Context: an optimization exercise on an open-source flow, tuned for small area, a short achievable clock period and few clock cycles per item. The choices shown serve that exercise and are no tape-out recipe. In this exercise RTL edits were held to simulation tests only and were not proved equivalent to the original. Power and IR drop assume default switching activity.

**design/flow/run.sh**
```bash
#!/bin/bash
# synth_recipe.tcl (not shown) runs the flow's synth.tcl, then flattens the netlist and writes it again
# the make line also repeats each setting of config.mk as NAME=value (left out here)
make -C /OpenROAD-flow-scripts/flow DESIGN_CONFIG=/design/flow/config.mk WORK_HOME=/design/flow/orfs CLKGATE_MAP_FILE= SYNTH_SCRIPT=/design/flow/synth_recipe.tcl finish
```
**design/flow/config.mk**
```make
export PLATFORM = sky130hd
export DESIGN_NAME = weighted_random_peer_select
export DESIGN_NICKNAME = weighted_random_peer_select
export VERILOG_FILES = /design/flow/design.v
export SDC_FILE = /design/flow/constraint.sdc
export NUM_CORES = 4
export LEC_CHECK = 0
export CAP_MARGIN = 20
export CORE_MARGIN = 2
export CORE_UTILIZATION = 30
export SETUP_SLACK_MARGIN = 5
export SLEW_MARGIN = 20
```
**design/flow/constraint.sdc**
```tcl
create_clock -name core_clock -period 10.0 [get_ports {clk}]
set_input_delay 2.0000 -clock core_clock [delete_from_list [all_inputs] [get_ports {clk}]]
set_output_delay 2.0000 -clock core_clock [all_outputs]
set_load 0.01 [all_outputs]
```
**design/flow/design.v**
```verilog
package wrps_pkg;
	localparam int DEF_MAX_PEERS   = 64;
	localparam int DEF_WEIGHT_BITS = 16;
	localparam int PEER_IDX_BITS   = 6;
	localparam int IN_WEIGHT_BITS  = 16;
	localparam int FRAC_BITS       = 16;
	localparam int PEER_COUNT_BITS = 7;
	localparam int CFG_INDEX_BITS  = 1;
	localparam int CFG_DATA_BITS   = 7;
	localparam int S_TDATA_BITS    = 40;
	localparam int M_TDATA_BITS    = 8;
	localparam int STATUS_BITS     = 2;
	localparam int ONE_UNIT = 256;
	localparam logic [STATUS_BITS-1:0] STATUS_OK         = 2'd0;
	localparam logic [STATUS_BITS-1:0] STATUS_OWN_RANK   = 2'd1;
	localparam logic [STATUS_BITS-1:0] STATUS_ZERO_TOTAL = 2'd2;
endpackage
module weighted_random_peer_select #(
	parameter int MAX_PEERS   = wrps_pkg::DEF_MAX_PEERS,
	parameter int WEIGHT_BITS = wrps_pkg::DEF_WEIGHT_BITS
) (
	input  logic                                clk,
	input  logic                                arst_n,
	input  logic                                s_tvalid,
	output logic                                s_tready,
	input  logic [wrps_pkg::S_TDATA_BITS-1:0]   s_tdata,
	input  logic [0:0]                          s_tuser,
	output logic                                m_tvalid,
	input  logic                                m_tready,
	output logic [wrps_pkg::M_TDATA_BITS-1:0]   m_tdata,
	output logic [wrps_pkg::STATUS_BITS-1:0]    m_tuser,
	input  logic                                cfg_valid,
	output logic                                cfg_ready,
	input  logic [wrps_pkg::CFG_INDEX_BITS-1:0] cfg_index,
	input  logic [wrps_pkg::CFG_DATA_BITS-1:0]  cfg_data
);
	localparam int CAP = 10;    
	localparam int QD  = 9;     
	logic [6:0]  pc_q;
	logic [5:0]  own_q;
	logic [6:0]  n_use;
	logic [63:0] nmask;
	logic [63:0] own_dec;
	assign cfg_ready = 1'b1;
	always_ff @(posedge clk or negedge arst_n) begin
		if (!arst_n) begin
			pc_q  <= 7'd64;
			own_q <= 6'd0;
		end else if (cfg_valid) begin
			if (cfg_index[0]) own_q <= cfg_data[5:0];
			else              pc_q  <= cfg_data;
		end
	end
	always_comb begin
		if (pc_q == 7'd0)      n_use = 7'd1;
		else if (pc_q > 7'd64) n_use = 7'd64;
		else                   n_use = pc_q;
		for (int i = 0; i < 64; i++) begin
			nmask[i]   = 7'(i) < n_use;
			own_dec[i] = own_q == 6'(i);
		end
	end
	logic       init_q;       
	logic       rc_busy_q;    
	logic [3:0] rc_cnt_q;     
	logic       rc_clr;       
	logic       rc_issue;
	logic [4:0] owed_q;
	logic       s_tready_q;
	logic       acc_fire;
	logic       take;
	assign rc_issue = rc_busy_q && !rc_cnt_q[3] && !init_q;
	logic rc_busy_d;
	logic rc_done;
	always_comb begin
		rc_busy_d = rc_busy_q;
		if (cfg_valid)    rc_busy_d = 1'b1;
		else if (rc_done) rc_busy_d = 1'b0;
	end
	always_ff @(posedge clk or negedge arst_n) begin
		if (!arst_n) begin
			init_q    <= 1'b1;
			rc_busy_q <= 1'b1;
			rc_cnt_q  <= 4'd0;
		end else begin
			init_q    <= 1'b0;
			rc_busy_q <= rc_busy_d;
			if (cfg_valid)     rc_cnt_q <= 4'd0;
			else if (rc_issue) rc_cnt_q <= rc_cnt_q + 4'd1;
		end
	end
	assign rc_clr = cfg_valid || init_q;
	assign acc_fire = s_tvalid && s_tready_q;
	assign take     = m_tvalid && m_tready;
	always_ff @(posedge clk or negedge arst_n) begin
		if (!arst_n) begin
			owed_q     <= 5'd0;
			s_tready_q <= 1'b0;
		end else begin
			if (acc_fire && !take)      owed_q <= owed_q + 5'd1;
			else if (!acc_fire && take) owed_q <= owed_q - 5'd1;
			s_tready_q <= !rc_busy_d && ((acc_fire && !take) ? (owed_q < 5'(CAP - 1)) :
				(!acc_fire && take) ? (owed_q < 5'(CAP + 1)) : (owed_q < 5'(CAP)));
		end
	end
	assign s_tready = s_tready_q;
	logic [63:0][15:0] w_q;
	logic              wr_en;
	logic [5:0]        wr_k;
	logic [15:0]       wr_d;
	for (genvar i = 0; i < 64; i++) begin : g_w
		always_ff @(posedge clk) begin
			if (init_q || (wr_en && wr_k == 6'(i))) begin
				w_q[i] <= init_q ? 16'(wrps_pkg::ONE_UNIT) : wr_d;
			end
		end
	end
	logic        c0_v, c0_op;
	logic [5:0]  c0_k;
	logic [15:0] c0_w, c0_r;
	logic [7:0]  c0_kh, c0_kl;    
	always_ff @(posedge clk or negedge arst_n) begin
		if (!arst_n) c0_v <= 1'b0;
		else         c0_v <= acc_fire;
	end
	always_ff @(posedge clk) begin
		c0_op <= s_tuser[0];
		c0_k  <= s_tdata[5:0];
		c0_kh <= 8'd1 << s_tdata[5:3];
		c0_kl <= 8'd1 << s_tdata[2:0];
		c0_w  <= s_tdata[21:6];
		c0_r  <= s_tdata[37:22];
	end
	logic        c1_v, c1_op, c1_add;
	logic [5:0]  c1_k;
	logic [15:0] c1_w, c1_eold;
	logic [8:0]  c1_bone, c1_btwo, c1_bneg;    
	logic [3:0]  c1_wh;
	logic        c2_v, c2_op, c2_add;
	logic [5:0]  c2_k;
	logic [15:0] c2_w;
	logic        c3_v, c3_op;
	logic [7:0]  c3_ge;
	logic [5:0]  c3_k;
	logic [15:0] c3_w;
	logic        c4_v, c4_op;
	logic [5:0]  c4_k;
	logic [15:0] c4_w;
	logic        own_wr_a_q;
	logic        own_wr_g_q;
	logic [15:0] s1_wold;
	logic [15:0] s1_mem;
	logic [63:0] s1_dec;
	logic        c0_upd;
	logic        rc_inj;        
	logic [19:0] rc_gs;
	logic [2:0]  rc_g;
	assign c0_upd = c0_v && !c0_op;
	always_comb begin
		for (int i = 0; i < 64; i++) s1_dec[i] = c0_kh[i / 8] && c0_kl[i % 8];
		s1_mem = 16'd0;
		for (int i = 0; i < 64; i++) s1_mem = s1_mem | (s1_dec[i] ? w_q[i] : 16'd0);
		if (c1_v && !c1_op && c1_k == c0_k)      s1_wold = c1_w;
		else if (c2_v && !c2_op && c2_k == c0_k) s1_wold = c2_w;
		else if (c3_v && !c3_op && c3_k == c0_k) s1_wold = c3_w;
		else if (c4_v && !c4_op && c4_k == c0_k) s1_wold = c4_w;
		else                                     s1_wold = s1_mem;
	end
	always_ff @(posedge clk or negedge arst_n) begin
		if (!arst_n) begin
			c1_v       <= 1'b0;
			c1_add     <= 1'b0;
			own_wr_a_q <= 1'b0;
		end else begin
			c1_v   <= c0_v;
			c1_add <= rc_inj || (c0_upd && {1'b0, c0_k} < n_use);
			if (cfg_valid && cfg_index[0]) own_wr_a_q <= 1'b0;
			else if (c0_upd && c0_k == own_q) own_wr_a_q <= 1'b1;
		end
	end
	always_ff @(posedge clk) begin
		c1_op   <= c0_op;
		for (int i = 0; i < 9; i++) begin
			logic [17:0] rx;
			logic        b2, b1, b0;
			rx = {2'b00, c0_r};
			b2 = rx[2*i+1];
			b1 = rx[2*i];
			b0 = (i == 0) ? 1'b0 : rx[2*i-1];
			c1_bone[i] <= b1 ^ b0;
			c1_btwo[i] <= (b2 & ~b1 & ~b0) | (~b2 & b1 & b0);
			c1_bneg[i] <= b2 & ~(b1 & b0);
		end
		if (rc_inj) begin
			c1_k    <= {rc_g, 3'd0};
			c1_w    <= rc_gs[15:0];
			c1_wh   <= rc_gs[19:16];
			c1_eold <= 16'd0;
		end else begin
			c1_k    <= c0_k;
			c1_w    <= c0_w;
			c1_wh   <= 4'd0;
			if (!(c0_upd && {1'b0, c0_k} < n_use)) c1_eold <= c0_w;
			else if (c0_k == own_q && !own_wr_a_q) c1_eold <= 16'd0;
			else                                   c1_eold <= s1_wold;
		end
	end
	logic [21:0] tot_q;
	logic [19:0] s2_w;
	logic [15:0] s2_e;
	logic [20:0] s2_delta;
	logic [21:0] s2_ts, s2_tc;
	logic [37:0] s2_s, s2_c, s2_d;
	logic        c2_zero;
	logic [20:0] c2_delta;
	logic [37:0] c2_s, c2_c, c2_d;
	always_comb begin
		logic [21:0] x, y, z, maj;
		s2_w     = {c1_wh, c1_w};
		s2_e     = c1_eold;
		s2_delta = {1'b0, s2_w} - {5'd0, s2_e};
		x     = tot_q;
		y     = {2'd0, s2_w};
		z     = ~{6'd0, s2_e};
		maj   = (x & y) | (x & z) | (y & z);
		s2_ts = x ^ y ^ z;
		s2_tc = {maj[20:0], 1'b1};
	end
	always_ff @(posedge clk) begin
		if (rc_clr) tot_q <= 22'd0;
		else        tot_q <= s2_ts + s2_tc;
	end
	wrps_booth_csa u_mul (
		.a (tot_q),
		.one(c1_bone),
		.two(c1_btwo),
		.neg(c1_bneg),
		.s (s2_s),
		.c (s2_c),
		.d (s2_d)
	);
	always_ff @(posedge clk or negedge arst_n) begin
		if (!arst_n) begin
			c2_v   <= 1'b0;
			c2_add <= 1'b0;
		end else begin
			c2_v   <= c1_v;
			c2_add <= c1_add && !cfg_valid;
		end
	end
	always_ff @(posedge clk) begin
		c2_op    <= c1_op;
		c2_k     <= c1_k;
		c2_w     <= c1_w;
		c2_delta <= s2_delta;
		c2_s     <= s2_s;
		c2_c     <= s2_c;
		c2_d     <= s2_d;
		c2_zero  <= tot_q == 22'd0;
	end
	logic [37:0] s3_prod;
	logic [21:0] c3_q;
	logic [20:0] c3_delta;
	logic        c3_zero;
	always_comb begin
		logic [37:0] maj, x, y;
		maj     = (c2_s & c2_c) | (c2_s & c2_d) | (c2_c & c2_d);
		x       = c2_s ^ c2_c ^ c2_d;
		y       = {maj[36:0], 1'b0};
		s3_prod = x + y;
	end
	always_ff @(posedge clk or negedge arst_n) begin
		if (!arst_n) begin
			c3_v  <= 1'b0;
			c3_ge <= 8'd0;
		end else begin
			c3_v <= c2_v;
			for (int g = 0; g < 8; g++) c3_ge[g] <= c2_add && !cfg_valid && 3'(g) >= c2_k[5:3];
		end
	end
	always_ff @(posedge clk) begin
		c3_op    <= c2_op;
		c3_k     <= c2_k;
		c3_w     <= c2_w;
		c3_delta <= c2_delta;
		c3_q     <= s3_prod[37:16];
		c3_zero  <= c2_zero;
	end
	logic [7:0][21:0] pg_q;
	logic [7:0]       s4_cmp;
	logic [7:0]       s4_h;
	logic [21:0]      s4_prev;
	logic [7:0]       c4_h;
	logic [21:0]      c4_q, c4_prev;
	logic             c4_zero;
	always_comb begin
		for (int g = 0; g < 8; g++) s4_cmp[g] = pg_q[g] > c3_q;
		s4_h    = s4_cmp & ~{s4_cmp[6:0], 1'b0};
		s4_prev = 22'd0;
		for (int g = 1; g < 8; g++) s4_prev = s4_prev | (s4_h[g] ? pg_q[g-1] : 22'd0);
	end
	for (genvar g = 0; g < 8; g++) begin : g_pg
		always_ff @(posedge clk) begin
			if (rc_clr)        pg_q[g] <= 22'd0;
			else if (c3_ge[g]) pg_q[g] <= pg_q[g] + {c3_delta[20], c3_delta};
		end
	end
	always_ff @(posedge clk or negedge arst_n) begin
		if (!arst_n) c4_v <= 1'b0;
		else         c4_v <= c3_v;
	end
	always_ff @(posedge clk) begin
		c4_op   <= c3_op;
		c4_k    <= c3_k;
		c4_w    <= c3_w;
		c4_h    <= s4_h;
		c4_q    <= c3_q;
		c4_prev <= s4_prev;
		c4_zero <= c3_zero;
	end
	logic [7:0]        s5_gsel;
	logic [63:0]       s5_line;
	logic [7:0][15:0]  s5_e;
	logic [2:0]        s5_g;
	logic [18:0]       s5_qp;
	logic              c5_v, c5_op, c5_zero, c5_rc, c5_own;
	logic [7:0][15:0]  c5_e;
	logic [18:0]       c5_nq;
	logic [2:0]        c5_g;
	assign wr_en = c4_v && !c4_op;
	assign wr_k  = c4_k;
	assign wr_d  = c4_w;
	always_comb begin
		s5_gsel = rc_issue ? (8'd1 << rc_cnt_q[2:0]) : c4_h;
		for (int i = 0; i < 64; i++)
			s5_line[i] = s5_gsel[i / 8] && nmask[i] && !(own_dec[i] && !own_wr_g_q);
		for (int j = 0; j < 8; j++) begin
			s5_e[j] = 16'd0;
			for (int g = 0; g < 8; g++) s5_e[j] = s5_e[j] | (s5_line[8*g+j] ? w_q[8*g+j] : 16'd0);
		end
		s5_g = rc_issue ? rc_cnt_q[2:0] : 3'd0;
		if (!rc_issue) begin
			for (int g = 0; g < 8; g++) if (c4_h[g]) s5_g = s5_g | 3'(g);
		end
		s5_qp = 19'(c4_q - c4_prev);
	end
	always_ff @(posedge clk or negedge arst_n) begin
		if (!arst_n) begin
			c5_v       <= 1'b0;
			c5_rc      <= 1'b0;
			own_wr_g_q <= 1'b0;
		end else begin
			c5_v  <= c4_v;
			c5_rc <= rc_issue && !cfg_valid;
			if (cfg_valid && cfg_index[0]) own_wr_g_q <= 1'b0;
			else if (wr_en && c4_k == own_q) own_wr_g_q <= 1'b1;
		end
	end
	always_ff @(posedge clk) begin
		c5_op   <= c4_op;
		c5_e    <= s5_e;
		c5_nq   <= rc_issue ? {3'd0, s5_e[7]} : ~s5_qp;
		c5_g    <= s5_g;
		c5_own  <= s5_g == own_q[5:3];
		c5_zero <= c4_zero;
	end
	function automatic logic [39:0] csa20(input logic [19:0] x, input logic [19:0] y,
		input logic [19:0] z);
		logic [19:0] maj;
		maj   = (x & y) | (x & z) | (y & z);
		csa20 = {x ^ y ^ z, maj[18:0], 1'b0};
	endfunction
	logic [19:0] s6_a1, s6_b1, s6_a2, s6_b2, s6_x, s6_y, s6_qa, s6_qb, s6_ua, s6_ub;
	logic [19:0] s6_f0, s6_f1, s6_f2;
	logic        c6_v, c6_op, c6_zero, c6_rc, c6_own;
	logic [2:0]  c6_c;
	logic [18:0] c6_nq;
	logic [17:0] c6_q0, c6_u2;
	logic [16:0] c6_u1;
	logic [15:0] c6_e4;
	logic [2:0]  c6_g;
	always_comb begin
		s6_f0 = {1'b0, c5_nq} + {4'd0, c5_e[0]};
		{s6_a1, s6_b1} = csa20({1'b0, c5_nq}, {4'd0, c5_e[0]}, {4'd0, c5_e[1]});
		s6_f1 = s6_a1 + s6_b1;
		{s6_a2, s6_b2} = csa20(s6_a1, s6_b1, {4'd0, c5_e[2]});
		s6_f2 = s6_a2 + s6_b2;
		{s6_x, s6_y}   = csa20({4'd0, c5_e[0]}, {4'd0, c5_e[1]}, {4'd0, c5_e[2]});
		{s6_qa, s6_qb} = csa20(s6_x, s6_y, {4'd0, c5_e[3]});
		{s6_ua, s6_ub} = csa20({4'd0, c5_e[4]}, {4'd0, c5_e[5]}, {4'd0, c5_e[6]});
	end
	always_ff @(posedge clk or negedge arst_n) begin
		if (!arst_n) begin
			c6_v  <= 1'b0;
			c6_rc <= 1'b0;
		end else begin
			c6_v  <= c5_v;
			c6_rc <= c5_rc && !cfg_valid;
		end
	end
	always_ff @(posedge clk) begin
		c6_op   <= c5_op;
		c6_zero <= c5_zero;
		c6_own  <= c5_own;
		c6_g    <= c5_g;
		c6_c    <= {s6_f2[19], s6_f1[19], s6_f0[19]};
		c6_nq   <= c5_nq;
		c6_q0   <= 18'(s6_qa + s6_qb);
		c6_e4   <= c5_e[4];
		c6_u1   <= {1'b0, c5_e[4]} + {1'b0, c5_e[5]};
		c6_u2   <= 18'(s6_ua + s6_ub);
	end
	logic [19:0] s7_f3, s7_a4, s7_b4, s7_f4, s7_a5, s7_b5, s7_f5, s7_a6, s7_b6, s7_f6;
	logic [6:0]  s7_c;
	logic [2:0]  s7_j;
	logic [7:0]  s7_res;
	logic        c7_v;
	logic [7:0]  c7_res;
	always_comb begin
		s7_f3 = {1'b0, c6_nq} + {2'd0, c6_q0};
		{s7_a4, s7_b4} = csa20({1'b0, c6_nq}, {2'd0, c6_q0}, {4'd0, c6_e4});
		s7_f4 = s7_a4 + s7_b4;
		{s7_a5, s7_b5} = csa20({1'b0, c6_nq}, {2'd0, c6_q0}, {3'd0, c6_u1});
		s7_f5 = s7_a5 + s7_b5;
		{s7_a6, s7_b6} = csa20({1'b0, c6_nq}, {2'd0, c6_q0}, {2'd0, c6_u2});
		s7_f6 = s7_a6 + s7_b6;
		s7_c = {s7_f6[19], s7_f5[19], s7_f4[19], s7_f3[19], c6_c};
		if (s7_c[0])      s7_j = 3'd0;
		else if (s7_c[1]) s7_j = 3'd1;
		else if (s7_c[2]) s7_j = 3'd2;
		else if (s7_c[3]) s7_j = 3'd3;
		else if (s7_c[4]) s7_j = 3'd4;
		else if (s7_c[5]) s7_j = 3'd5;
		else if (s7_c[6]) s7_j = 3'd6;
		else              s7_j = 3'd7;
		if (c6_op == 1'b0)                      s7_res = {wrps_pkg::STATUS_OK, 6'd0};
		else if (c6_zero)                       s7_res = {wrps_pkg::STATUS_ZERO_TOTAL, 6'd0};
		else if (c6_own && s7_j == own_q[2:0])  s7_res = {wrps_pkg::STATUS_OWN_RANK, 6'd0};
		else                                    s7_res = {wrps_pkg::STATUS_OK, c6_g, s7_j};
	end
	always_ff @(posedge clk or negedge arst_n) begin
		if (!arst_n) begin
			c7_v  <= 1'b0;
		end else begin
			c7_v  <= c6_v;
		end
	end
	always_ff @(posedge clk) begin
		c7_res <= s7_res;
	end
	logic        c7_rc;
	logic [19:0] c7_gs;
	logic [2:0]  c7_g;
	always_ff @(posedge clk or negedge arst_n) begin
		if (!arst_n) c7_rc <= 1'b0;
		else         c7_rc <= c6_rc && !cfg_valid;
	end
	always_ff @(posedge clk) begin
		c7_gs <= s7_f6;
		c7_g  <= c6_g;
	end
	assign rc_inj  = c7_rc && !cfg_valid;
	assign rc_gs   = c7_gs;
	assign rc_g    = c7_g;
	assign rc_done = c6_rc && c6_g == 3'd7;
	logic [QD-1:0][7:0] q_d;
	logic [3:0]         q_wp, q_rp;
	logic [4:0]         q_n;
	logic               out_v;
	logic [7:0]         out_d;
	logic               out_load;
	logic               q_push, q_pop;
	assign out_load = !out_v || m_tready;
	assign q_pop    = out_load && q_n != 5'd0;
	assign q_push   = c7_v && !(out_load && q_n == 5'd0);
	always_ff @(posedge clk or negedge arst_n) begin
		if (!arst_n) begin
			out_v <= 1'b0;
			q_wp  <= 4'd0;
			q_rp  <= 4'd0;
			q_n   <= 5'd0;
		end else begin
			if (out_load) out_v <= (q_n != 5'd0) || c7_v;
			if (q_push) q_wp <= (q_wp == 4'(QD - 1)) ? 4'd0 : q_wp + 4'd1;
			if (q_pop)  q_rp <= (q_rp == 4'(QD - 1)) ? 4'd0 : q_rp + 4'd1;
			if (q_push && !q_pop)      q_n <= q_n + 5'd1;
			else if (!q_push && q_pop) q_n <= q_n - 5'd1;
		end
	end
	always_ff @(posedge clk) begin
		if (out_load) out_d <= (q_n != 5'd0) ? q_d[q_rp] : c7_res;
		if (c7_v) q_d[q_wp] <= c7_res;
	end
	assign m_tvalid = out_v;
	assign m_tdata  = {2'b00, out_d[5:0]};
	assign m_tuser  = out_d[7:6];
endmodule
module wrps_booth_csa (
	input  logic [21:0] a,
	input  logic [8:0]  one,
	input  logic [8:0]  two,
	input  logic [8:0]  neg,
	output logic [37:0] s,
	output logic [37:0] c,
	output logic [37:0] d
);
	logic [8:0][37:0] row;
	logic [37:0]      l1s0, l1c0, l1s1, l1c1, l1s2, l1c2;
	logic [37:0]      l2s0, l2c0, l2s1, l2c1;
	for (genvar i = 0; i < 9; i++) begin : g_row
		logic [22:0] mag, x;
		logic [37:0] base;
		assign mag = one[i] ? {1'b0, a} : (two[i] ? {a, 1'b0} : 23'd0);
		assign x   = mag ^ {23{neg[i]}};
		if (i == 0) begin : g_first
			assign base = {12'd0, ~neg[i], neg[i], neg[i], x};
			assign row[i] = base;
		end else begin : g_rest
			if (i < 7) begin : g_mid
				assign base = 38'({1'b1, ~neg[i], x}) << (2 * i);
			end else if (i == 7) begin : g_7
				assign base = 38'({~neg[i], x}) << (2 * i);
			end else begin : g_8
				assign base = 38'(x) << (2 * i);
			end
			assign row[i] = base | (38'(neg[i-1]) << (2 * i - 2));
		end
	end
	function automatic logic [75:0] csa(input logic [37:0] x, input logic [37:0] y,
		input logic [37:0] z);
		logic [37:0] maj;
		maj = (x & y) | (x & z) | (y & z);
		csa = {x ^ y ^ z, maj[36:0], 1'b0};
	endfunction
	assign {l1s0, l1c0} = csa(row[0], row[1], row[2]);
	assign {l1s1, l1c1} = csa(row[3], row[4], row[5]);
	assign {l1s2, l1c2} = csa(row[6], row[7], row[8]);
	assign {l2s0, l2c0} = csa(l1s0, l1c0, l1s1);
	assign {l2s1, l2c1} = csa(l1c1, l1s2, l1c2);
	assign {s, c}       = csa(l2s0, l2c0, l2s1);
	assign d            = l2c1;
endmodule
```
==> results_dict.tcl, run 1 <==
set metrics [dict create \
    peakVddDrop_mv 0.161 \
    finClkSkew_ps 138 \
    seq_area_frac_synth 0.493 \
    max-slew-margin-rel 0.0319 \
    p_int_uw 19200 \
    ioPinCount 67 \
    critPathLaunchType "flip-flop" \
    rsz0062_at_grt "no" \
    synthFlopType "edfxtp_1" \
    outcome "timing/DRC/antenna clean" \
    cts_tree "yes" \
    syn-cell-area_sq_um 105000 \
    power.switching_uw 11500 \
    setup_tns_ps 0 \
    vias_per_cell 5.95 \
    synth_seq_cells 2027 \
    grt_max_degree 76 \
    crit_top_cell "buf_4" \
    grt_use_total 0.243 \
    hold_violations 0 \
    clock_sinks 2027 \
    die_h_um 596 \
    clock.fmax_mhz 196 \
    power_frac_comb 0.330 \
    final.period_utilization 0.511 \
    switching_share 0.375 \
    syn2layout_area_growth_pct 14.4 \
    critPathArrivalTime_ps 5940 \
    clockBufferDepth 4 \
    gp_congestion 1.05 \
    drive_gt1_frac 0.0986 \
    fillers 34400 \
    post-route-drc-count 0 \
    vias 84400 \
    postSynthAreaPerCell_sq_um 11.4 \
    grt_pass1_wl_mm 613 \
    postCtsResizedCells 0 \
    die_w_um 596 \
    rows 217 \
    core_sq_um 349000 \
    setup-violations-final 0 \
    htreeDepth 4 \
    clock_latency_ps 1010 \
    slew_viol_final 0 \
    ys_warn_count 2 \
    cp_cell_sequence "buf_4 > buf_4 > and2_1 > a22oi_1 > nand4_1 > a2111oi_1 > a31oi_1 > mux2_2 > mux2i_1 > o221ai_1" \
    dr.pass1.iters 12 \
    syn_inst 9269 \
    maxCapViolations 0 \
    p_clk_frac 0.297 \
    cts_setup_buffers 0 \
    dpl.hpwl_mm 319 \
    cp_slowest_cell "a2111oi_1" \
    initial_utilization 0.301 \
    drt-initial-drc-count 13300 \
    fin_nets 10300 \
    holdWs_ps 254 \
    fin_crit_ps 5110 \
    gr-total-overflow 0 \
    pwr-share-seq 0.372 \
    final_core_utilization 0.345 \
    path_class "reg2reg" \
    required_ps 10820 \
    io_buffers 61 \
    tightest_slew_ps 1450 \
    routed_wl_mm 450 \
    cts_root_buffer "clkbuf_16" \
    synth_cell_types 102 \
    path_clk_slew_ps 70 \
    die_area_sq_um 356000 \
    numCtsBuffers 224 \
    path_max_fanout 33 \
    grt_pass1_vias 78600 \
    routedWlPerCell_um 31.7 \
    async_flop_share 0.0306 \
    slowest_delay_ps 1000 \
    endpoint_kind "flip-flop" \
    postRouteAntennaNets 0 \
    power.density_nw_per_um2 254 \
    hold_path.class "reg2reg" \
    synth_edf_count 1104 \
    cts_hold_buf 0 \
    antenna_found_initial 75 \
    totalPowerFinal_uw 30600 \
    leakagePower_uw 0.0461 \
]
[state kept, by name (all words and copies together), names as in the netlist, 22 cells and up]
register	count
q_d	72
w_q	1024
tot_q	22
c3_q	22
c2_s	35
c5_e	112
pg_q	176
c2_d	26
c2_c	32
[worst max-delay path: cells and delay by family, from the launching register on]
kind	cells	cell delay, ps
AOI/OAI and AO/OA	4	2470
and+or+nand+nor	2	770
buffers and inverters	2	690
muxes	2	600
DFF	1	310
[power by group through the flow]
stage / Combinational [uW] / Sequential, uW / Clock [uW]
CTS: 10100 / 11300 / 9160
global placement: 9880 / 11500 / 0
floorplan: 6780 / 10600 / 0
finish: 10100 / 11400 / 9110
global route: 11200 / 11500 / 9490
detailed placement: 10000 / 11500 / 0
[layout make-up]
cell class,instances,area [sq um],area share
clock inverters,146,1910,0.0158
well taps,4599,5750,0.0478
repair buffers,305,2460,0.0204
multi-input cells,6302,50300,0.417
clock buffers,274,6140,0.0510
diodes,84,210,0.00174
inverters,464,1740,0.0145
flip-flops and latches,2027,52000,0.431
[logic make-up (layout without fill, tap and decap cells)]
group / Yosys count / in the layout / share of synthesized area
AO/OA/AOI/OAI: 2532 / 2532 / 0.176
XOR/XNOR: 490 / 490 / 0.0407
adder cells (fa/ha/maj): 970 / 970 / 0.137
buffers and inverters: 942 / 1189 / 0.0347
flip-flops: 2027 / 2027 / 0.493
multiplexers: 226 / 226 / 0.0244
other: 2 / 88 / 0.0000713
AND/OR/NAND/NOR: 2080 / 2080 / 0.0935
[synth_stat cells (45+ instances only)]
library cell / n / share of area
a221oi_1: 169 / 0.014
ha_1: 660 / 0.078
nand3_1: 215 / 0.010
a21o_1: 196 / 0.014
o21ai_0: 359 / 0.017
o21bai_1: 45 / 0.0032
nor3_1: 106 / 0.0050
nand2_1: 666 / 0.024
inv_1: 455 / 0.016
a22o_1: 180 / 0.015
nor2_1: 515 / 0.018
buf_2: 61 / 0.0029
and2_1: 85 / 0.0050
a32oi_1: 92 / 0.0077
nand2b_1: 60 / 0.0036
a211oi_1: 89 / 0.0063
nand4_1: 133 / 0.0079
xor2_1: 153 / 0.013
nor2b_1: 92 / 0.0055
fa_1: 310 / 0.059
a22oi_1: 501 / 0.036
mux2_2: 89 / 0.0095
buf_1: 77 / 0.0027
o21a_1: 70 / 0.0050
a21oi_1: 369 / 0.018
edfxtp_1: 1104 / 0.31
dfrtp_1: 59 / 0.014
a222oi_1: 109 / 0.010
clkbuf_1: 333 / 0.012
xnor2_1: 337 / 0.028
mux2i_1: 121 / 0.012
dfxtp_1: 861 / 0.16
[path summary, 6_finish.rpt]
path                          start         end  slack, ps  cells after the start
setup / recovery           c0_kl[1]  c1_eold[4]       4890                     10
hold / removal              c3_k[3]     c4_k[3]        250                      0
setup reg to reg           c0_kl[1]  c1_eold[4]       4890                     10
hold reg to reg             c3_k[3]     c4_k[3]        250                      0
max in group asynchronous    arst_n        c7_v       8110                      1
min in group asynchronous    arst_n      c2_add       1190                      1
[through the flow]
stage | instances | setup WS (ps) | instance area, sq um
after global placement | 13700 | 4970 | 112000
after floorplan | 9271 | 6320 | 105000
after global routing | 14200 | 5050 | 120000
final | 14200 | 4890 | 120000
after CTS | 14100 | 5210 | 120000
after detailed placement | 13700 | 4960 | 112000
[routing by layer]
| metal | global-route usage | part of all wire |
|---|---|---|
| met1 | 0.285 | 0.36 |
| met2 | 0.357 | 0.41 |
| met3 | 0.116 | 0.15 |
| met4 | 0.140 | 0.074 |
| met5 | 0.0280 | 0.0030 |
[cell usage in the layout, fill, tap and decap left out, types with 109 or more instances in the layout]
master | synthesis | layout
a21o_1 | 196 | 187
a21oi_1 | 369 | 369
a221oi_1 | 169 | 148
a222oi_1 | 109 | 109
a22o_1 | 180 | 180
a22oi_1 | 501 | 501
buf_4 | 4 | 241
clkbuf_16 | 0 | 231
dfxtp_1 | 861 | 845
edfxtp_1 | 1104 | 1104
fa_1 | 310 | 310
ha_1 | 660 | 660
inv_1 | 455 | 455
mux2i_1 | 121 | 121
nand2_1 | 666 | 666
nand3_1 | 215 | 215
nand4_1 | 133 | 133
nor2_1 | 515 | 513
o21ai_0 | 359 | 359
xnor2_1 | 337 | 337
xor2_1 | 153 | 153
Testbench counts, summed over its fixed seeds: cycles 3,864, items 3,712.
==> run 2: changes to the inputs <==
==> design/flow/flow/run.sh (new file) <==
#!/bin/bash
set -euo pipefail
bash standard.sh SETUP_SLACK_MARGIN=6.3 finish > orfs_make.log 2>&1
==> design/flow/standard.sh (new file) <==
#!/bin/bash
# synth_recipe.tcl (not shown) runs the flow's synth.tcl, then flattens the netlist and writes it again
# the make line also repeats each setting of config.mk as NAME=value (left out here)
make -C /OpenROAD-flow-scripts/flow DESIGN_CONFIG=/design/flow/config.mk WORK_HOME=/design/flow/orfs CLKGATE_MAP_FILE= SYNTH_SCRIPT=/design/flow/synth_recipe.tcl "${@:-finish}"
--- a/design/flow/config.mk
+++ b/design/flow/config.mk
@@ -8,5 +8,5 @@
 export CAP_MARGIN = 20
 export CORE_MARGIN = 2
 export CORE_UTILIZATION = 30
-export SETUP_SLACK_MARGIN = 5
+export PLACE_DENSITY = 0.45
 export SLEW_MARGIN = 20
removed: design/flow/run.sh
==> results_dict.tcl, run 2 <==
set metrics [dict create \
    outcome "timing/DRC/antenna clean" \
    synth_commonest_cells "edfxtp_1, dfxtp_1, nand2_1" \
    critPathArrivalTime_ps 4630 \
    path_max_fanout 23 \
    hold_path.class "reg2reg" \
    final.period_utilization 0.382 \
    dpl.hpwl_mm 348 \
    ys_warn_count 2 \
    rsz0062_at_grt "yes" \
    postSynthAreaPerCell_sq_um 11.4 \
    slowest_delay_ps 590 \
    grt_max_degree 78 \
    fin_ws_ps 6180 \
    path_clk_slew_ps 60 \
    clockBufferDepth 4 \
    power.density_nw_per_um2 261 \
    synth_cell_types 102 \
    async_flop_share 0.0306 \
    endpoint_kind "flip-flop" \
    cts_tree "yes" \
    syn-cell-area_sq_um 105000 \
    finClkSkew_ps 135 \
    critPathLaunch "c0_kh[6]" \
    routed_wl_mm 495 \
    post-route-drc-count 0 \
    syn_inst 9269 \
    setup_tns_ps 0 \
    syn2layout_area_growth_pct 15.9 \
    dr.pass1.iters 10 \
    io_buffers 61 \
    holdWs_ps 324 \
    htreeDepth 4 \
    synth.area.top_cells "edfxtp_1, dfxtp_1, ha_1, fa_1, a22oi_1" \
    core_sq_um 349000 \
    synth_seq_cells 2027 \
    fillers 34300 \
    drt-initial-drc-count 12200 \
    seq_area_frac_synth 0.493 \
    gr-total-overflow 0 \
    vias 84600 \
    synth.top_cell.area_share 0.315 \
    antenna_found_initial 69 \
    min-delay-start "c2_zero" \
    crit_end "c1_eold[3]" \
    top_regs "w_q (1024), pg_q (176), c5_e (112)" \
    postRouteAntennaNets 0 \
    ioPinCount 67 \
    max-slew-margin-rel 0.151 \
    cp.depth 12 \
    cp_cell_sequence "buf_8 > buf_4 > a22oi_1 > o22ai_1 > a21oi_1 > nand4_1 > nor3_2 > a31o_2 > nor2_1 > a21oi_1 > a211oi_1 > a221o_1" \
    reg2reg_from "c0_kh[6]" \
    die_w_um 596 \
    final_common_cell "edfxtp_1" \
    yosysMostFrequentCell "edfxtp_1" \
    drive_gt1_frac 0.129 \
    path_buf_inv 2 \
    synth_edf_count 1104 \
    yosys.area.top_type "edfxtp_1" \
    clock.fmax_mhz 262 \
    mostFrequentLayoutCells "edfxtp_1, dfxtp_1, nand2_1, ha_1, nor2_1" \
    setup-violations-final 0 \
    routedWlPerCell_um 34.7 \
    required_ps 10810 \
    post-place-ws_ps 5150 \
    slew_viol_final 0 \
    initial_utilization 0.301 \
    clock_latency_ps 980 \
    fin_nets 10400 \
    timing.rr.end "c1_eold[3]" \
    hold_violations 0 \
    critPathLaunchType "flip-flop" \
    critPathTopFamily "compound AO/OA/AOI/OAI gates" \
    top_register "w_q" \
    final_core_utilization 0.349 \
    fin_crit_ps 3820 \
    leakagePower_uw 0.0467 \
    cts_root_buffer "clkbuf_16" \
    vias_per_cell 5.93 \
    clock_sinks 2027 \
    numCtsBuffers 228 \
    maxCapViolations 0 \
    ff2ff_setup_slack_ps 6180 \
    rows 217 \
    largest_reg_flops 1024 \
    crit_top_cell "a21oi_1" \
    peakVddDrop_mv 0.422 \
    synthFlopType "edfxtp_1" \
    tightest_slew_ps 1270 \
    grt_use_total 0.268 \
    rr_worst_depth 12 \
    cp_slowest_cell "a22oi_1" \
    gp_congestion 1.07 \
    die_area_sq_um 356000 \
    grt_pass1_vias 80700 \
    grt_pass1_wl_mm 667 \
    die_h_um 596 \
    path_class "reg2reg" \
]
[run 2: cell counts after synthesis]
No cell type changed its count.
[run 2: logic make-up (layout without fill, tap and decap cells)]
family	after synthesis	after routing	share of synthesized area
multiplexers	226	226	0.0244
XOR/XNOR	490	490	0.0407
buffers and inverters	942	1272	0.0347
adder cells (fa/ha/maj)	970	970	0.137
AO/OA/AOI/OAI	2532	2533	0.176
flip-flops	2027	2027	0.493
AND/OR/NAND/NOR	2080	2085	0.0935
other	2	62	0.0000713
[run 2: what timing repair did]
action,4_1_cts,5_1_grt
endpoints found under the setup margin,201,80
cloned,4,4
setup buffers,51,11
hold buffers,0,0
gates resized for setup,236,113
pin swaps,47,52
[run 2: area by class of cell]
cell class	count	area [sq um]	area share
flip-flops and latches	2027	52100	0.427
well taps	4599	5750	0.0471
inverters	464	1780	0.0146
repair buffers	380	3370	0.0276
multi-input cells	6308	51300	0.420
clock buffers	294	6240	0.0511
clock inverters	134	1420	0.0117
diodes	58	145	0.00119
[run 2: routing by layer]
layer,vias to the layer above,global-route usage,share of wire
met5,-,0.00784,0.0011
met3,1520,0.104,0.12
li1,35300,-,-
met2,5609,0.416,0.44
met1,42200,0.317,0.37
met4,40,0.149,0.069
[run 2: metrics by stage]
| step | area [sq um] | total power (uW) | instances |
|---|---|---|---|
| finish | 122000 | 31900 | 14300 |
| global route | 122000 | 33400 | 14200 |
| CTS | 121000 | 31500 | 14200 |
| detailed placement | 112000 | 22400 | 13700 |
| global placement | 112000 | 22300 | 13700 |
| floorplan | 105000 | 17400 | 9271 |
[run 2: how the worst min path moves through the flow]
| stage | cells past startpoint | to |
|---|---|---|
| after floorplan | 0 | c3_delta[0] |
| after global placement | 0 | c6_g[2] |
| after detailed placement | 0 | c6_g[1] |
| after CTS | 0 | c6_g[1] |
| after global routing | 0 | c3_zero |
| final | 0 | c3_zero |
[run 2: where the power goes]
group | internal [uW] | leakage [uW] | switching (uW)
Clock | 4960 | 0.00370 | 3820
Sequential | 9990 | 0.0188 | 1370
Combinational | 4320 | 0.0242 | 7380
Total | 19300 | 0.0467 | 12600
==> run 3: changes to the inputs <==
--- a/design/flow/design.v
+++ b/design/flow/design.v
@@ -69,7 +69,9 @@
 	logic       s_tready_q;
 	logic       acc_fire;
 	logic       take;
-	assign rc_issue = rc_busy_q && !rc_cnt_q[3] && !init_q;
+	logic [2:0] rc_last_g;
+	assign rc_last_g = 3'((n_use - 7'd1) >> 3);
+	assign rc_issue  = rc_busy_q && rc_cnt_q <= {1'b0, rc_last_g} && !init_q;
 	logic rc_busy_d;
 	logic rc_done;
 	always_comb begin
@@ -140,7 +142,7 @@
 	logic [5:0]  c2_k;
 	logic [15:0] c2_w;
 	logic        c3_v, c3_op;
-	logic [7:0]  c3_ge;
+	logic [6:0]  c3_ge;
 	logic [5:0]  c3_k;
 	logic [15:0] c3_w;
 	logic        c4_v, c4_op;
@@ -272,10 +274,10 @@
 	always_ff @(posedge clk or negedge arst_n) begin
 		if (!arst_n) begin
 			c3_v  <= 1'b0;
-			c3_ge <= 8'd0;
+			c3_ge <= 7'd0;
 		end else begin
 			c3_v <= c2_v;
-			for (int g = 0; g < 8; g++) c3_ge[g] <= c2_add && !cfg_valid && 3'(g) >= c2_k[5:3];
+			for (int g = 0; g < 7; g++) c3_ge[g] <= c2_add && !cfg_valid && 3'(g) >= c2_k[5:3];
 		end
 	end
 	always_ff @(posedge clk) begin
@@ -286,7 +288,7 @@
 		c3_q     <= s3_prod[37:16];
 		c3_zero  <= c2_zero;
 	end
-	logic [7:0][21:0] pg_q;
+	logic [6:0][21:0] pg_q;
 	logic [7:0]       s4_cmp;
 	logic [7:0]       s4_h;
 	logic [21:0]      s4_prev;
@@ -294,12 +296,13 @@
 	logic [21:0]      c4_q, c4_prev;
 	logic             c4_zero;
 	always_comb begin
-		for (int g = 0; g < 8; g++) s4_cmp[g] = pg_q[g] > c3_q;
+		for (int g = 0; g < 7; g++) s4_cmp[g] = pg_q[g] > c3_q;
+		s4_cmp[7] = 1'b1;
 		s4_h    = s4_cmp & ~{s4_cmp[6:0], 1'b0};
 		s4_prev = 22'd0;
 		for (int g = 1; g < 8; g++) s4_prev = s4_prev | (s4_h[g] ? pg_q[g-1] : 22'd0);
 	end
-	for (genvar g = 0; g < 8; g++) begin : g_pg
+	for (genvar g = 0; g < 7; g++) begin : g_pg
 		always_ff @(posedge clk) begin
 			if (rc_clr)        pg_q[g] <= 22'd0;
 			else if (c3_ge[g]) pg_q[g] <= pg_q[g] + {c3_delta[20], c3_delta};
@@ -462,7 +465,7 @@
 	assign rc_inj  = c7_rc && !cfg_valid;
 	assign rc_gs   = c7_gs;
 	assign rc_g    = c7_g;
-	assign rc_done = c6_rc && c6_g == 3'd7;
+	assign rc_done = c6_rc && c6_g == rc_last_g;
 	logic [QD-1:0][7:0] q_d;
 	logic [3:0]         q_wp, q_rp;
 	logic [4:0]         q_n;
==> results_dict.tcl, run 3 <==
set metrics [dict create \
    outcome "timing/DRC/antenna clean" \
    top_regs "w_q (1024), pg_q (154), c5_e (112)" \
    path_class "reg2reg" \
    die_area_sq_um 353000 \
    power.density_nw_per_um2 269 \
    seq_area_frac_synth 0.493 \
    drive_gt1_frac 0.170 \
    finClkSkew_ps 173 \
    dpl.hpwl_mm 388 \
    path_max_fanout 19 \
    path_buf_inv 3 \
    yosysMostFrequentCell "edfxtp_1" \
    die_w_um 594 \
    maxCapViolations 0 \
    crit_top_cell "buf_4" \
    synthFlopType "edfxtp_1" \
    syn-cell-area_sq_um 104000 \
    hold_violations 0 \
    dr.pass1.iters 9 \
    cp_slowest_cell "nand4_1" \
    holdPathStages 0 \
    top_register "w_q" \
    cp_cell_sequence "buf_4 > inv_1 > buf_4 > nor2_1 > nor3_4 > nand4_1 > mux2i_1 > o211ai_1 > nor3b_1 > a221o_1" \
    rsz0062_at_grt "yes" \
    cts_tree "yes" \
    rr_worst_depth 10 \
    leakagePower_uw 0.0492 \
    synth_commonest_cells "edfxtp_1, dfxtp_1, nand2_1" \
    io_buffers 61 \
    grt_pass1_wl_mm 731 \
    cp.depth 10 \
    rows 216 \
    cts_root_buffer "clkbuf_16" \
    synth.area.top_cells "edfxtp_1, dfxtp_1, ha_1, fa_1, a22oi_1" \
    final_common_cell "edfxtp_1" \
    grt_use_total 0.302 \
    vias 87100 \
    clock_latency_ps 1060 \
    core_sq_um 346000 \
    die_h_um 594 \
    peakVddDrop_mv 0.236 \
    mostFrequentLayoutCells "edfxtp_1, dfxtp_1, nand2_1, ha_1, nor2_1" \
    antenna_found_initial 76 \
    routed_wl_mm 558 \
    yosys.area.top_type "edfxtp_1" \
    hold_path.class "reg2reg" \
    largest_reg_flops 1024 \
    syn_inst 9261 \
    ioPinCount 67 \
    path_clk_slew_ps 60 \
    initial_utilization 0.302 \
    postSynthAreaPerCell_sq_um 11.3 \
    slew_viol_final 0 \
    required_ps 10820 \
    clockBufferDepth 4 \
    setup_tns_ps 0 \
    grt_max_degree 83 \
    synth.top_cell.area_share 0.317 \
    clock_sinks 2004 \
    fin_crit_ps 4070 \
    max-slew-margin-rel 0.115 \
    syn2layout_area_growth_pct 21.8 \
    slowest_delay_ps 740 \
    setup-violations-final 0 \
    gr-total-overflow 0 \
    gp_congestion 1.10 \
    routedWlPerCell_um 38.5 \
    holdWs_ps 319 \
    htreeDepth 4 \
    post-route-drc-count 0 \
    synth_cell_types 100 \
    endpoint_kind "flip-flop" \
    drt-initial-drc-count 12500 \
    fin_nets 10600 \
    synth_edf_count 1104 \
    ys_warn_count 2 \
    tightest_slew_ps 1330 \
    critPathTopFamily "simple AND/OR/NAND/NOR gates" \
    final.period_utilization 0.407 \
    critPathLaunchType "flip-flop" \
    critPathArrivalTime_ps 4890 \
    vias_per_cell 6.00 \
    postRouteAntennaNets 0 \
    async_flop_share 0.0304 \
    numCtsBuffers 234 \
    grt_pass1_vias 82600 \
    clock.fmax_mhz 246 \
    synth_seq_cells 2004 \
]
run 3: cell types whose count changed after synthesis, sizes merged, moves of 40 or more:
cell,previous run,this run
nand3,215,380
nor2,517,472
clkbuf,334,391
nand2,666,621
a21oi,370,314
ha,660,620
a22oi,501,409
run 3: timing repair:
item	CTS	global route
pin swaps	90	211
resized for setup	401	412
hold buffers	0	0
endpoints found under the setup margin	231	197
gates cloned	20	13
setup buffers	105	168
run 3: final cells by class:
type	instances	area, sq um
multi-input combinational	6319	52700
sequential	2004	51600
timing repair buffer	650	7310
tap	4578	5730
antenna	70	175
fill	33600	219000
clock buffer	299	6510
clock inverter	140	1540
inverter	447	1710
run 3: routing by layer:
layer,up-vias,GRT usage,routed length (um)
met5,-,0,133
li1,35800,-,-
met1,44100,0.363,208000
met3,1540,0.103,63900
met2,5639,0.445,235000
met4,22,0.228,51800
run 3: worst register-to-register path, cell delays in order, from the launching register on:
cell and delay (ps):
dfxtp_4 470, buf_4 330, inv_1 120, buf_4 410, nor2_1 220, nor3_4 690
nand4_1 750, mux2i_1 420, o211ai_1 110, nor3b_1 170, a221o_1 260
run 3: through the flow:
step           worst slack, ps  area [sq um]  total power, uW  std cells   util
5_1_grt                   6060        127000            36000      14500  0.367
2_1_floorplan             6310        104000            18800       9263      -
3_5_place_dp              4930        112000            24000      13700  0.323
3_3_place_gp              4980        112000            23900      13700  0.323
6_report                  5930        127000            34200      14500  0.367
4_1_cts                   6150        123000            33700      14200  0.355
run 3: where the power goes:
part	internal (uW)	switching (uW)	total [uW]
Sequential	10000	1880	11900
Clock	5300	3860	9150
Combinational	5290	7850	13100
run 3: cells by family (layout without fill, tap and decap cells):
| kind of cell | count (synthesis) | count (layout) | share of synthesized area |
|---|---|---|---|
| flip-flops | 2004 | 2004 | 0.493 |
| AND/OR/NAND/NOR | 2268 | 2271 | 0.105 |
| XOR/XNOR | 460 | 460 | 0.0386 |
| multiplexers | 237 | 237 | 0.0256 |
| buffers and inverters | 945 | 1536 | 0.0347 |
| AO/OA/AOI/OAI | 2416 | 2418 | 0.170 |
| adder cells (fa/ha/maj) | 929 | 929 | 0.133 |
| other | 2 | 74 | 0.0000719 |
run 3: worst paths after layout:
kind	startpoint	endpoint	slack, ps
worst max-delay path	c0_kl[0]	c1_eold[12]	5930
worst min-delay path	c2_delta[17]	c3_delta[17]	320
worst max register to register	c0_kl[0]	c1_eold[12]	5930
worst min register to register	c2_delta[17]	c3_delta[17]	320
max in group asynchronous	arst_n	pc_q[4]	8150
min in group asynchronous	arst_n	owed_q[0]	1150
Testbench counts of run 3, summed over its fixed seeds: cycles 3,852, items 3,712.
==> run 4: changes to the inputs <==
--- a/design/flow/config.mk
+++ b/design/flow/config.mk
@@ -8,5 +8,7 @@
 export CAP_MARGIN = 20
 export CORE_MARGIN = 2
 export CORE_UTILIZATION = 30
+export CTS_CLUSTER_DIAMETER = 110
+export CTS_CLUSTER_SIZE = 22
 export PLACE_DENSITY = 0.45
 export SLEW_MARGIN = 20
==> results_dict.tcl, run 4 <==
set metrics [dict create \
    ys_warn_count 2 \
    top_regs "w_q (1024), pg_q (154), c5_e (112)" \
    cts_hold_buf 0 \
    synth_cell_types 100 \
    async_flop_share 0.0304 \
    dpl.hpwl_mm 388 \
    routed_wl_mm 554 \
    path_clk_slew_ps 100 \
    mostFrequentLayoutCells "edfxtp_1, dfxtp_1, nand2_1, ha_1, nor2_1" \
    postPlaceCellArea_sq_um 112000 \
    cts_tree "yes" \
    largest_reg_flops 1024 \
    fillers 34000 \
    top_register "w_q" \
    hold_violations 0 \
    final_core_utilization 0.353 \
    critPathTopFamily "simple AND/OR/NAND/NOR gates" \
    final_area_sq_um 122000 \
    grt_pass1_vias 81200 \
    cp_cell_sequence "buf_6 > buf_16 > nand3_1 > nand4_1 > nor4_4 > o2111ai_1 > nor3_1 > buf_4 > a21oi_1 > mux2i_1 > a211oi_1 > a221o_2" \
    clockBufferDepth 4 \
    clock.fmax_mhz 234 \
    grt_pass1_wl_mm 720 \
    io_buffers 61 \
    path_class "reg2reg" \
    die_h_um 594 \
    die_area_sq_um 353000 \
    vias_per_cell 6.02 \
    cp_slowest_cell "nor4_4" \
    slowest_delay_ps 830 \
    post-route-drc-count 0 \
    leakagePower_uw 0.0468 \
    rows 216 \
    fin_nets 10500 \
    initial_utilization 0.302 \
    htreeDepth 3 \
    postRouteAntennaNets 0 \
    syn2layout_area_growth_pct 17.1 \
    antenna_found_initial 75 \
    yosysMostFrequentCell "edfxtp_1" \
    syn-cell-area_sq_um 104000 \
    path_buf_inv 3 \
    vias 85700 \
    cts_root_buffer "clkbuf_16" \
    gp_congestion 1.10 \
    hold_path.class "reg2reg" \
    tightest_slew_ps 1340 \
    totalPowerFinal_uw 30600 \
    drt-initial-drc-count 12700 \
    path_max_fanout 17 \
    max-slew-margin-rel 0.106 \
    postSynthAreaPerCell_sq_um 11.3 \
    critPathLaunchType "flip-flop" \
    clock_latency_ps 1040 \
    dr.pass1.iters 9 \
    ioPinCount 67 \
    setup-violations-final 0 \
    clock_sinks 2004 \
    drive_gt1_frac 0.147 \
    routedWlPerCell_um 38.9 \
    syn_inst 9261 \
    seq_area_frac_synth 0.493 \
    yosys.area.top_type "edfxtp_1" \
    finClkSkew_ps 171 \
    synthFlopType "edfxtp_1" \
    required_ps 10820 \
    outcome "timing/DRC/antenna clean" \
    final.period_utilization 0.428 \
    synth_edf_count 1104 \
    numCtsBuffers 118 \
    grt_use_total 0.298 \
    grt_max_degree 83 \
    setup_tns_ps 0 \
    core_sq_um 346000 \
    peakVddDrop_mv 0.226 \
    maxCapViolations 0 \
    endpoint_kind "flip-flop" \
    die_w_um 594 \
    synth_seq_cells 2004 \
    rsz0062_at_grt "yes" \
    fin_crit_ps 4280 \
    gr-total-overflow 0 \
    synth.area.top_cells "edfxtp_1, dfxtp_1, ha_1, fa_1, a22oi_1" \
    critPathArrivalTime_ps 5100 \
    slew_viol_final 0 \
    synth.top_cell.area_share 0.317 \
    power.density_nw_per_um2 250 \
    synth_commonest_cells "edfxtp_1, dfxtp_1, nand2_1" \
    final_common_cell "edfxtp_1" \
]
run 4: cell types whose count changed in the layout (fill, tap and decap cells not counted), sizes merged, moves of 2 or more:
cell      previous run  this run
inv                449       447
bufbuf              11         8
clkinvlp            22        15
bufinv              27         6
clkinv              89        10
buf                555       521
clkbuf             323       203
run 4: layout make-up:
cell class / count / area (sq um) / area share
Antenna cell: 69 / 173 / 0.00141
Clock buffer: 176 / 3270 / 0.0268
Clock inverter: 31 / 497 / 0.00406
Inverter: 447 / 1730 / 0.0141
Multi-Input combinational cell: 6318 / 52600 / 0.430
Sequential cell: 2004 / 51600 / 0.422
Tap cell: 4578 / 5730 / 0.0468
Timing Repair Buffer: 616 / 6720 / 0.0549
run 4: power by group:
part	switching [uW]	leakage (uW)	total [uW]	internal [uW]
Clock	3170	0.00181	5660	2490
Sequential	1890	0.0187	11900	10000
Combinational	7790	0.0262	13000	5210
run 4: metrics by stage:
stage                     hold slack (ps)  setup slack, ps  std cells
after floorplan                       310             6310       9263
after global placement                311             4980      13700
after detailed placement              313             4930      13700
after CTS                             330             6180      14000
after global routing                  322             5920      14200
final                                 331             5720      14200
run 4: kinds of logic after synthesis:
logic type,after synthesis,synth area share
other,2,0.0000719
AND/OR/NAND/NOR,2268,0.105
adder cells (fa/ha/maj),929,0.133
buffers and inverters,945,0.0347
XOR/XNOR,460,0.0386
multiplexers,237,0.0256
AO/OA/AOI/OAI,2416,0.170
flip-flops,2004,0.493
run 4: path summary, 6_finish.rpt:
check                           slack (ps)      endpoint    startpoint  depth (start not counted)
worst max-delay path                  5720    c1_eold[9]      c0_kh[0]                         12
worst min-delay path                   330  c3_delta[19]  c2_delta[19]                          0
worst max register to register        5720    c1_eold[9]      c0_kh[0]                         12
worst min register to register         330  c3_delta[19]  c2_delta[19]                          0
max in group asynchronous             8110       pc_q[4]        arst_n                          1
min in group asynchronous             1060     owed_q[0]        arst_n                          1
run 4: timing repair:
action	CTS	global route
setup endpoints to repair	234	201
gates cloned	13	15
setup buffers	74	170
pin swaps	83	171
gates resized for setup	373	382
run 4: routing by layer:
metal	share of wire	global-route usage	up-vias	routed length, um
li1	-	-	35300	-
met1	0.37	0.363	43600	207000
met2	0.42	0.441	5309	232000
met3	0.11	0.0935	1434	63100
met4	0.092	0.221	32	51200
met5	0.0013	0	-	723
==> run 5: changes to the inputs <==
==> design/flow/flow/run.sh (replaced) <==
#!/bin/bash
set -euo pipefail
bash standard.sh SETUP_SLACK_MARGIN=6.1 finish > orfs_make.log 2>&1
==> results_dict.tcl, run 5 <==
set metrics [dict create \
    holdPathStages 0 \
    final_common_cell "edfxtp_1" \
    crit_end "c1_eold[9]" \
    seq_area_frac_synth 0.493 \
    gr-total-overflow 0 \
    cp_slowest_cell "nor4_4" \
    min-delay-start "c5_op" \
    initial_utilization 0.302 \
    postSynthAreaPerCell_sq_um 11.3 \
    peakVddDrop_mv 0.218 \
    fin_crit_ps 4190 \
    path_max_fanout 20 \
    critPathTopFamily "simple AND/OR/NAND/NOR gates" \
    post-route-drc-count 0 \
    grt_max_degree 164 \
    critPathLaunch "c0_kh[7]" \
    clock_latency_ps 1030 \
    yosys.area.top_type "edfxtp_1" \
    synth_commonest_cells "edfxtp_1, dfxtp_1, nand2_1" \
    routed_wl_mm 541 \
    clock_sinks 2004 \
    post-place-ws_ps 4930 \
    slew_viol_final 0 \
    power_frac_comb 0.416 \
    fin_nets 10300 \
    clockBufferDepth 4 \
    grt_use_total 0.294 \
    syn_inst 9261 \
    synth.top_cell.area_share 0.317 \
    power.switching_uw 12600 \
    endpoint_kind "flip-flop" \
    ioPinCount 67 \
    die_area_sq_um 353000 \
    dpl.hpwl_mm 388 \
    max-slew-margin-rel 0.0931 \
    fin_ws_ps 5810 \
    routedWlPerCell_um 38.5 \
    io_buffers 61 \
    power.density_nw_per_um2 253 \
    path_buf_inv 3 \
    leakagePower_uw 0.0453 \
    p_int_uw 17400 \
    hold_path.class "reg2reg" \
    slowest_delay_ps 870 \
    synthFlopType "edfxtp_1" \
    grt_pass1_vias 80800 \
    cp.depth 12 \
    rsz0062_at_grt "yes" \
    tightest_slew_ps 1360 \
    synth_cell_types 100 \
    synth_edf_count 1104 \
    core_sq_um 346000 \
    gp_congestion 1.10 \
    path_clk_slew_ps 100 \
    fillers 34300 \
    setup_tns_ps 0 \
    p_clk_frac 0.188 \
    async_flop_share 0.0304 \
    critPathLaunchType "flip-flop" \
    maxCapViolations 0 \
    synth_seq_cells 2004 \
    ff2ff_setup_slack_ps 5810 \
    largest_reg_flops 1024 \
    reg2reg_from "c0_kh[7]" \
    drive_gt1_frac 0.113 \
    vias_per_cell 6.01 \
    dr.pass1.iters 10 \
    htreeDepth 3 \
    die_w_um 594 \
    cts_tree "yes" \
    switching_share 0.419 \
    final.period_utilization 0.419 \
    vias 84600 \
    ys_warn_count 2 \
    die_h_um 594 \
    top_register "w_q" \
    pwr-share-seq 0.396 \
    synth.area.top_cells "edfxtp_1, dfxtp_1, ha_1, fa_1, a22oi_1" \
    mostFrequentLayoutCells "edfxtp_1, dfxtp_1, nand2_1, ha_1, nor2_1" \
    syn-cell-area_sq_um 104000 \
    final_core_utilization 0.343 \
    path_class "reg2reg" \
    grt_pass1_wl_mm 714 \
    critPathArrivalTime_ps 5010 \
    drt-initial-drc-count 12100 \
    clock.fmax_mhz 239 \
    cp_cell_sequence "buf_12 > buf_16 > nand3_1 > nand4_1 > nor4_4 > o2111ai_1 > nor3_1 > buf_4 > a21oi_1 > mux2i_1 > a211oi_1 > a221o_2" \
    hold_violations 0 \
    yosysMostFrequentCell "edfxtp_1" \
    setup-violations-final 0 \
    cts_root_buffer "clkbuf_16" \
    syn2layout_area_growth_pct 13.7 \
    rows 216 \
    antenna_found_initial 70 \
    rr_worst_depth 12 \
    timing.rr.end "c1_eold[9]" \
    required_ps 10820 \
    top_regs "w_q (1024), pg_q (154), c5_e (112)" \
    numCtsBuffers 118 \
    outcome "timing/DRC/antenna clean" \
    postRouteAntennaNets 0 \
    finClkSkew_ps 164 \
]
-- run 5: cell count changes in the layout (fill, tap and decap cells not counted), moves of 20 or more --
cell,change
buf_12,-40
a221oi_4,-20
dfxtp_1,+27
buf_4,-67
dfxtp_2,-22
a221oi_1,+70
a221oi_2,-50
buf_6,-23
-- run 5: cell families (layout without fill, tap and decap cells) --
family,Yosys count,after routing,share of synthesized area
other,2,61,0.0000719
adder cells (fa/ha/maj),929,929,0.133
buffers and inverters,945,1110,0.0347
flip-flops,2004,2004,0.493
AO/OA/AOI/OAI,2416,2418,0.170
multiplexers,237,237,0.0256
XOR/XNOR,460,460,0.0386
AND/OR/NAND/NOR,2268,2271,0.105
-- run 5: power groups by stage --
| stage | Combinational [uW] | Sequential (uW) | Clock, uW |
|---|---|---|---|
| finish | 12500 | 11900 | 5660 |
| detailed placement | 12000 | 12000 | 0 |
| global route | 13900 | 12000 | 5970 |
| global placement | 11900 | 12000 | 0 |
| CTS | 12400 | 11800 | 5720 |
| floorplan | 8010 | 10800 | 0 |
-- run 5: worst min-delay path by stage --
stage	to	slack (ps)
after global placement	c3_delta[18]	310
after global routing	c3_delta[10]	320
final	c6_op	330
after floorplan	c3_delta[0]	310
after CTS	c3_delta[10]	330
after detailed placement	c3_delta[18]	310
-- run 5: what timing repair did --
item | 4_1_cts | 5_1_grt
pin swaps | 39 | 72
endpoints found under the setup margin | 196 | 182
resized for setup | 234 | 150
buffers inserted | 29 | 67
gates cloned | 8 | 8
hold buffers | 0 | 0
-- run 5: routing by layer --
metal	vias to the layer above	track usage	wire length, um
met5	-	0.00636	466
met4	24	0.226	50200
met3	1333	0.0884	56900
met2	5198	0.434	228000
met1	43000	0.359	206000
li1	35000	-	-
-- run 5: metrics by stage --
step	std cells	cell area [sq um]	hold slack (ps)	power, uW
4_1_cts	13900	117000	330	29900
5_1_grt	14000	119000	322	31800
3_5_place_dp	13700	112000	313	24000
3_3_place_gp	13700	112000	311	23900
6_report	14100	119000	333	30000
2_1_floorplan	9263	104000	310	18800
-- run 5: cell type report --
class / instances / area [sq um] / area share
diodes: 57 / 143 / 0.00120
clock buffers: 176 / 3270 / 0.0276
clock inverters: 31 / 497 / 0.00418
inverters: 447 / 1700 / 0.0143
multi-input cells: 6319 / 51400 / 0.433
flip-flops and latches: 2004 / 51600 / 0.434
well taps: 4578 / 5730 / 0.0482
repair buffers: 456 / 4490 / 0.0378

==> afterwards: timing with drivers on the ports <==
No port has a modelled driver above. Below, the same layouts with a new extraction and two added sets of constraints. Step 1 assumes that a clkbuf_16 drives the clock port and a buf_2 every other input. Step 2 adds t to the input delays and takes it off the output delays; t is the mean of the earliest and latest rising clock arrival at the registers after step 1. Input paths then give back, and output paths get back, about the clock's delay inside the block. a / b / c = no drivers / after step 1 / after step 2; a / b = the first two.
run	t (ns)	slack for setup (ns)	pins driven straight from the clock port
run 1	1.039	4.887 / 4.887 / 4.834	1
run 2	1.029	6.179 / 6.179 / 5.432	1
run 3	1.071	5.934 / 5.934 / 5.414	1
run 4	1.047	5.721 / 5.721 / 5.370	1
run 5	1.046	5.813 / 5.813 / 5.176	1
After both steps every run listed still meets setup and hold. The setup slack of run 2, which loses most, moves by 0.000 ns with the drivers and by -0.747 ns with both steps.
